Background: an optimization exercise with open tools, aiming at small area, a short achievable clock period and few clock cycles per item. Do not read the settings as production practice.
At most, simulation tests tie the RTL to the original design; equivalence was not proved.

==> umber <==
==> flow/design.v (excerpt) <==
module matmult_result_serializer #(
  parameter int DATA_W = 64,
  parameter int N_ELEM = 25
) (
  input  logic                       clk,
  input  logic                       rst,
  input  logic                       in_valid,
  output logic                       in_accept,
  input  logic [N_ELEM*DATA_W-1:0]   in_c,
  output logic                       out_valid,
  input  logic                       out_ready,
  output logic [DATA_W-1:0]          out_data,
  output logic [4:0]                 out_index,
  output logic                       out_last,
  output logic [DATA_W-1:0]          out_sum,
  output logic                       out_sum_valid
);
  localparam logic [4:0] LAST_IDX = 5'(N_ELEM - 1);
  logic              bfree_q;              
  logic              accept_q;             
  logic [DATA_W-1:0] buf_q [N_ELEM];
  logic [N_ELEM-1:0] bsel_q;               
  logic [DATA_W-1:0] r_q;                  
  logic              rv_q;
  logic [4:0]        ridx_q;
  logic              rlast_q;
  logic [DATA_W-1:0] sum_q;
  logic              sum_valid_q;
  logic              take;                 
  logic              rfree;                
  logic              rload;
  logic              xfer;
  logic [DATA_W-1:0] next_elem;
  logic [4:0]        ridx_d;
  assign take  = bfree_q & in_valid;
  assign rfree = ~rv_q | out_ready;
  assign rload = rfree & (~bfree_q | in_valid);
  assign xfer  = rv_q & out_ready;
  always_comb begin
    next_elem = in_c[DATA_W-1:0] & {DATA_W{bfree_q}};
    for (int i = 0; i < N_ELEM; i++) next_elem |= buf_q[i] & {DATA_W{bsel_q[i]}};
  end
  assign ridx_d = (bfree_q || rlast_q) ? 5'd0 : ridx_q + 5'd1;
  always_ff @(posedge clk) begin
    if (bfree_q) begin
      for (int i = 0; i < N_ELEM; i++) buf_q[i] <= in_c[i*DATA_W +: DATA_W];
    end
  end
  always_ff @(posedge clk) begin
    if (rst) begin
      bfree_q  <= 1'b1;
      accept_q <= 1'b1;
      bsel_q   <= '0;
      rv_q    <= 1'b0;
    end else begin
      accept_q <= accept_q ? ~in_valid : (rfree & bsel_q[N_ELEM-1]);
  ...
==> module matmult_result_serializer, before the edit <==
module matmult_result_serializer #(
  parameter int DATA_W = 64,
  parameter int N_ELEM = 25
) (
  input  logic                       clk,
  input  logic                       rst,
  input  logic                       in_valid,
  output logic                       in_accept,
  input  logic [N_ELEM*DATA_W-1:0]   in_c,
  output logic                       out_valid,
  input  logic                       out_ready,
  output logic [DATA_W-1:0]          out_data,
  output logic [4:0]                 out_index,
  output logic                       out_last,
  output logic [DATA_W-1:0]          out_sum,
  output logic                       out_sum_valid
);
  localparam logic [4:0] LAST_IDX = 5'(N_ELEM - 1);
  logic              bfree_q;              
  logic              accept_q;             
  logic [DATA_W-1:0] buf_q [N_ELEM];
  logic [N_ELEM-1:0] bsel_q;               
  logic [DATA_W-1:0] r_q;                  
  logic              rv_q;
  logic [4:0]        ridx_q;
  logic              rlast_q;
  logic [DATA_W-1:0] sum_q;
  logic              sum_valid_q;
  logic              take;                 
  logic              rfree;                
  logic              rload;
  logic              xfer;
  logic [DATA_W-1:0] next_elem;
  logic [4:0]        ridx_d;
  assign take  = bfree_q & in_valid;
  assign rfree = ~rv_q | out_ready;
  assign rload = rfree & (~bfree_q | in_valid);
  assign xfer  = rv_q & out_ready;
  always_comb begin
    next_elem = in_c[DATA_W-1:0] & {DATA_W{bfree_q}};
    for (int i = 0; i < N_ELEM; i++) next_elem |= buf_q[i] & {DATA_W{bsel_q[i]}};
  end
  assign ridx_d = (bfree_q || rlast_q) ? 5'd0 : ridx_q + 5'd1;
  always_ff @(posedge clk) begin
    if (bfree_q) begin
      for (int i = 0; i < N_ELEM; i++) buf_q[i] <= in_c[i*DATA_W +: DATA_W];
    end
  end
  always_ff @(posedge clk) begin
    if (rst) begin
      bfree_q  <= 1'b1;
      accept_q <= 1'b1;
      bsel_q   <= '0;
      rv_q    <= 1'b0;
    end else begin
      accept_q <= accept_q ? ~in_valid : (rfree & bsel_q[N_ELEM-1]);
      if (rload) rv_q <= 1'b1;
      else if (xfer) rv_q <= 1'b0;
      if (bfree_q) begin
        if (in_valid) begin
          bfree_q <= 1'b0;
          bsel_q  <= rfree ? N_ELEM'(2) : N_ELEM'(1);
        end
      end else if (rfree) begin
        bsel_q  <= bsel_q << 1;
        if (bsel_q[N_ELEM-1]) bfree_q <= 1'b1;
      end
    end
  end
  always_ff @(posedge clk) begin
    if (rload) begin
      r_q      <= next_elem;
      ridx_q   <= ridx_d;
      rlast_q  <= (ridx_d == LAST_IDX);
    end
  end
  logic [DATA_W-1:0] ro_q;
  logic [4:0]        io_q;
  logic              lo_q;
  logic rload_o;
  assign rload_o = rfree & (~accept_q | in_valid);
  always_ff @(posedge clk) begin
    ro_q <= rload_o ? next_elem : r_q;
    io_q <= rload_o ? ridx_d : ridx_q;
    lo_q <= rload_o ? (ridx_d == LAST_IDX) : rlast_q;
  end
  logic [DATA_W-1:0] acc_q;
  logic [DATA_W-1:0] acc_sum;
  assign acc_sum = acc_q + r_q;
  always_ff @(posedge clk) begin
    if (rst) begin
      sum_valid_q <= 1'b0;
    end else begin
      sum_valid_q <= xfer & rlast_q;
    end
    if (rst)       acc_q <= '0;
    else if (xfer) acc_q <= acc_sum & {DATA_W{~rlast_q}};
    sum_q <= acc_sum;
  end
  assign in_accept     = accept_q;
  assign out_valid     = rv_q;
  assign out_data      = ro_q;
  assign out_index     = io_q;
  assign out_last      = lo_q;
  assign out_sum       = sum_q;
  assign out_sum_valid = sum_valid_q;
endmodule
clock: 7.0 ns
lec_check: 0
cap_margin: 20
core_area: 5 5 435 435
die_area: 0 0 440 440
setup_slack_margin: 4.0
slew_margin: 20
standard.sh (not shown) runs the stock make flow with config.mk's settings and CLKGATE_MAP_FILE= SYNTH_SCRIPT=/design/flow/synth_recipe.tcl, a recipe that flattens the netlist after the stock synthesis.
==> flow/flow/run.sh <==
#!/bin/bash
# Standard ORFS layout (the standard.sh), with the port buffers made from
# sky130_fd_sc_hd__buf_1 instead of the delay-buffer cell buffer_ports picks by default,
# and IO pins allowed one routing track apart so a smaller die holds all 1741 of them.
set -euo pipefail
export BUFFER_PORTS_ARGS="-buffer_cell sky130_fd_sc_hd__buf_1"
export PLACE_PINS_ARGS="-min_distance 1 -min_distance_in_tracks"
bash standard.sh > standard_make.log 2>&1
==> tundra (differences from umber) <==
--- a/flow/design.v
+++ b/flow/design.v
@@ -18,5 +18,4 @@
   localparam logic [4:0] LAST_IDX = 5'(N_ELEM - 1);
   logic              bfree_q;              
-  logic              accept_q;             
   logic [DATA_W-1:0] buf_q [N_ELEM];
   logic [N_ELEM-1:0] bsel_q;               
@@ -25,4 +24,5 @@
   logic [4:0]        ridx_q;
   logic              rlast_q;
+  logic              rfirst_q;
   logic [DATA_W-1:0] sum_q;
   logic              sum_valid_q;
@@ -49,10 +49,8 @@
   always_ff @(posedge clk) begin
     if (rst) begin
-      bfree_q  <= 1'b1;
-      accept_q <= 1'b1;
-      bsel_q   <= '0;
+      bfree_q <= 1'b1;
+      bsel_q  <= '0;
       rv_q    <= 1'b0;
     end else begin
-      accept_q <= accept_q ? ~in_valid : (rfree & bsel_q[N_ELEM-1]);
       if (rload) rv_q <= 1'b1;
       else if (xfer) rv_q <= 1'b0;
@@ -73,19 +71,7 @@
       ridx_q   <= ridx_d;
       rlast_q  <= (ridx_d == LAST_IDX);
+      rfirst_q <= (ridx_d == 5'd0);
     end
   end
-  logic [DATA_W-1:0] ro_q;
-  logic [4:0]        io_q;
-  logic              lo_q;
-  logic rload_o;
-  assign rload_o = rfree & (~accept_q | in_valid);
-  always_ff @(posedge clk) begin
-    ro_q <= rload_o ? next_elem : r_q;
-    io_q <= rload_o ? ridx_d : ridx_q;
-    lo_q <= rload_o ? (ridx_d == LAST_IDX) : rlast_q;
-  end
-  logic [DATA_W-1:0] acc_q;
-  logic [DATA_W-1:0] acc_sum;
-  assign acc_sum = acc_q + r_q;
   always_ff @(posedge clk) begin
     if (rst) begin
@@ -94,13 +80,11 @@
       sum_valid_q <= xfer & rlast_q;
     end
-    if (rst)       acc_q <= '0;
-    else if (xfer) acc_q <= acc_sum & {DATA_W{~rlast_q}};
-    sum_q <= acc_sum;
+    if (xfer) sum_q <= (sum_q & {DATA_W{~rfirst_q}}) + r_q;
   end
-  assign in_accept     = accept_q;
+  assign in_accept     = bfree_q;
   assign out_valid     = rv_q;
-  assign out_data      = ro_q;
-  assign out_index     = io_q;
-  assign out_last      = lo_q;
+  assign out_data      = r_q;
+  assign out_index     = ridx_q;
+  assign out_last      = rlast_q;
   assign out_sum       = sum_q;
   assign out_sum_valid = sum_valid_q;
==> flow/flow/run.sh (replaced) <==
#!/bin/bash
# Standard ORFS layout (the standard.sh), with the port buffers made from
# sky130_fd_sc_hd__buf_1 instead of the delay-buffer cell buffer_ports picks by default.
set -euo pipefail
export BUFFER_PORTS_ARGS="-buffer_cell sky130_fd_sc_hd__buf_1"
bash standard.sh > standard_make.log 2>&1
--- a/flow/config.mk
+++ b/flow/config.mk
@@ -7,6 +7,6 @@
 export LEC_CHECK = 0
 export CAP_MARGIN = 20
-export CORE_AREA = 5 5 435 435
-export DIE_AREA = 0 0 440 440
+export CORE_AREA = 10 10 630 630
+export DIE_AREA = 0 0 640 640
 export SETUP_SLACK_MARGIN = 4.0
 export SLEW_MARGIN = 20
==> yarrow (differences from umber) <==
--- a/flow/design.v
+++ b/flow/design.v
@@ -18,5 +18,4 @@
   localparam logic [4:0] LAST_IDX = 5'(N_ELEM - 1);
   logic              bfree_q;              
-  logic              accept_q;             
   logic [DATA_W-1:0] buf_q [N_ELEM];
   logic [N_ELEM-1:0] bsel_q;               
@@ -25,4 +24,5 @@
   logic [4:0]        ridx_q;
   logic              rlast_q;
+  logic              rfirst_q;
   logic [DATA_W-1:0] sum_q;
   logic              sum_valid_q;
@@ -49,10 +49,8 @@
   always_ff @(posedge clk) begin
     if (rst) begin
-      bfree_q  <= 1'b1;
-      accept_q <= 1'b1;
-      bsel_q   <= '0;
+      bfree_q <= 1'b1;
+      bsel_q  <= '0;
       rv_q    <= 1'b0;
     end else begin
-      accept_q <= accept_q ? ~in_valid : (rfree & bsel_q[N_ELEM-1]);
       if (rload) rv_q <= 1'b1;
       else if (xfer) rv_q <= 1'b0;
@@ -73,19 +71,7 @@
       ridx_q   <= ridx_d;
       rlast_q  <= (ridx_d == LAST_IDX);
+      rfirst_q <= (ridx_d == 5'd0);
     end
   end
-  logic [DATA_W-1:0] ro_q;
-  logic [4:0]        io_q;
-  logic              lo_q;
-  logic rload_o;
-  assign rload_o = rfree & (~accept_q | in_valid);
-  always_ff @(posedge clk) begin
-    ro_q <= rload_o ? next_elem : r_q;
-    io_q <= rload_o ? ridx_d : ridx_q;
-    lo_q <= rload_o ? (ridx_d == LAST_IDX) : rlast_q;
-  end
-  logic [DATA_W-1:0] acc_q;
-  logic [DATA_W-1:0] acc_sum;
-  assign acc_sum = acc_q + r_q;
   always_ff @(posedge clk) begin
     if (rst) begin
@@ -94,13 +80,11 @@
       sum_valid_q <= xfer & rlast_q;
     end
-    if (rst)       acc_q <= '0;
-    else if (xfer) acc_q <= acc_sum & {DATA_W{~rlast_q}};
-    sum_q <= acc_sum;
+    if (xfer) sum_q <= rfirst_q ? r_q : sum_q + r_q;
   end
-  assign in_accept     = accept_q;
+  assign in_accept     = bfree_q;
   assign out_valid     = rv_q;
-  assign out_data      = ro_q;
-  assign out_index     = io_q;
-  assign out_last      = lo_q;
+  assign out_data      = r_q;
+  assign out_index     = ridx_q;
+  assign out_last      = rlast_q;
   assign out_sum       = sum_q;
   assign out_sum_valid = sum_valid_q;
--- a/flow/config.mk
+++ b/flow/config.mk
@@ -8,4 +8,6 @@
 export CAP_MARGIN = 20
 export CORE_AREA = 5 5 435 435
+export CTS_CLUSTER_DIAMETER = 60
+export CTS_CLUSTER_SIZE = 30
 export DIE_AREA = 0 0 440 440
 export SETUP_SLACK_MARGIN = 4.0
==> results_dict.tcl <==
set metrics [dict create \
    leakagePower_nw 30.1 \
    status "finished clean" \
    routed_wl_um 482000 \
    swShare 0.265 \
    grt_pass1_vias 48500 \
    post_cts_resized 535 \
    fin_area_sq_um 91300 \
    cp_num_buf_inv 4 \
    num-multi-input-gates 1734 \
    fillers 40000 \
    synth_fa_ha_area_frac 0.0124 \
    postCtsSetupBuffers 151 \
    seq_area_sq_um 52800 \
]
-- figures above: tundra

==> results_dict.tcl <==
set metrics [dict create \
    status "finished clean" \
    post_cts_resized 140 \
    fin_area_sq_um 87900 \
    seq_area_sq_um 54800 \
    grt_pass1_vias 49400 \
    swShare 0.248 \
    routed_wl_um 348000 \
    leakagePower_nw 29.5 \
    num-multi-input-gates 1850 \
]
-- figures above: umber

==> results_dict.tcl <==
set metrics [dict create \
    post_cts_resized 125 \
    routed_wl_um 325000 \
    fillers 16600 \
    seq_area_sq_um 52800 \
    status "finished clean" \
    swShare 0.264 \
    num-multi-input-gates 1824 \
    leakagePower_nw 27.4 \
    cp_num_buf_inv 1 \
]
-- figures above: yarrow

Testbench counts of tundra, summed over its fixed seeds: cycles 8,016, items 320.
Testbench counts of yarrow, summed over its fixed seeds: cycles 8,016, items 320.
Only the layout flow was run in umber; the RTL was not checked for function there.

static timing again, ports no longer ideal:
In the flow no input, the clock included, has a driving cell. The finished layouts below were timed again as built, in two steps.
Step 1, drivers: a clkbuf_16 drives clk and a buf_2 each remaining input, both assumed.
Step 2 also shifts input and output timing later by t, the mid clock arrival at the registers, as if the neighbouring blocks saw the same clock.
a / b / c = ideal / step 1 / step 2; a / b = the first two.
run | t (ns) | slack for setup (ns) | worst hold slack (ns) | worst slew at a driven data input, ns | cell pins on the clock port's net
umber | 0.932 | 3.549 / 3.549 / 3.156 | 0.477 / 0.477 / 0.477 | 0.42 | 1
tundra | 0.995 | 3.225 / 3.225 / 3.225 | 0.583 / 0.545 / 0.583 | 0.54 | 1
yarrow | 0.885 | 3.800 / 3.800 / 3.454 | 0.571 / 0.571 / 0.571 | 0.39 | 1
After both steps setup and hold are still met in every run listed. The setup slack of umber, which loses most, moves by 0.000 ns with the drivers and by -0.393 ns with both steps.
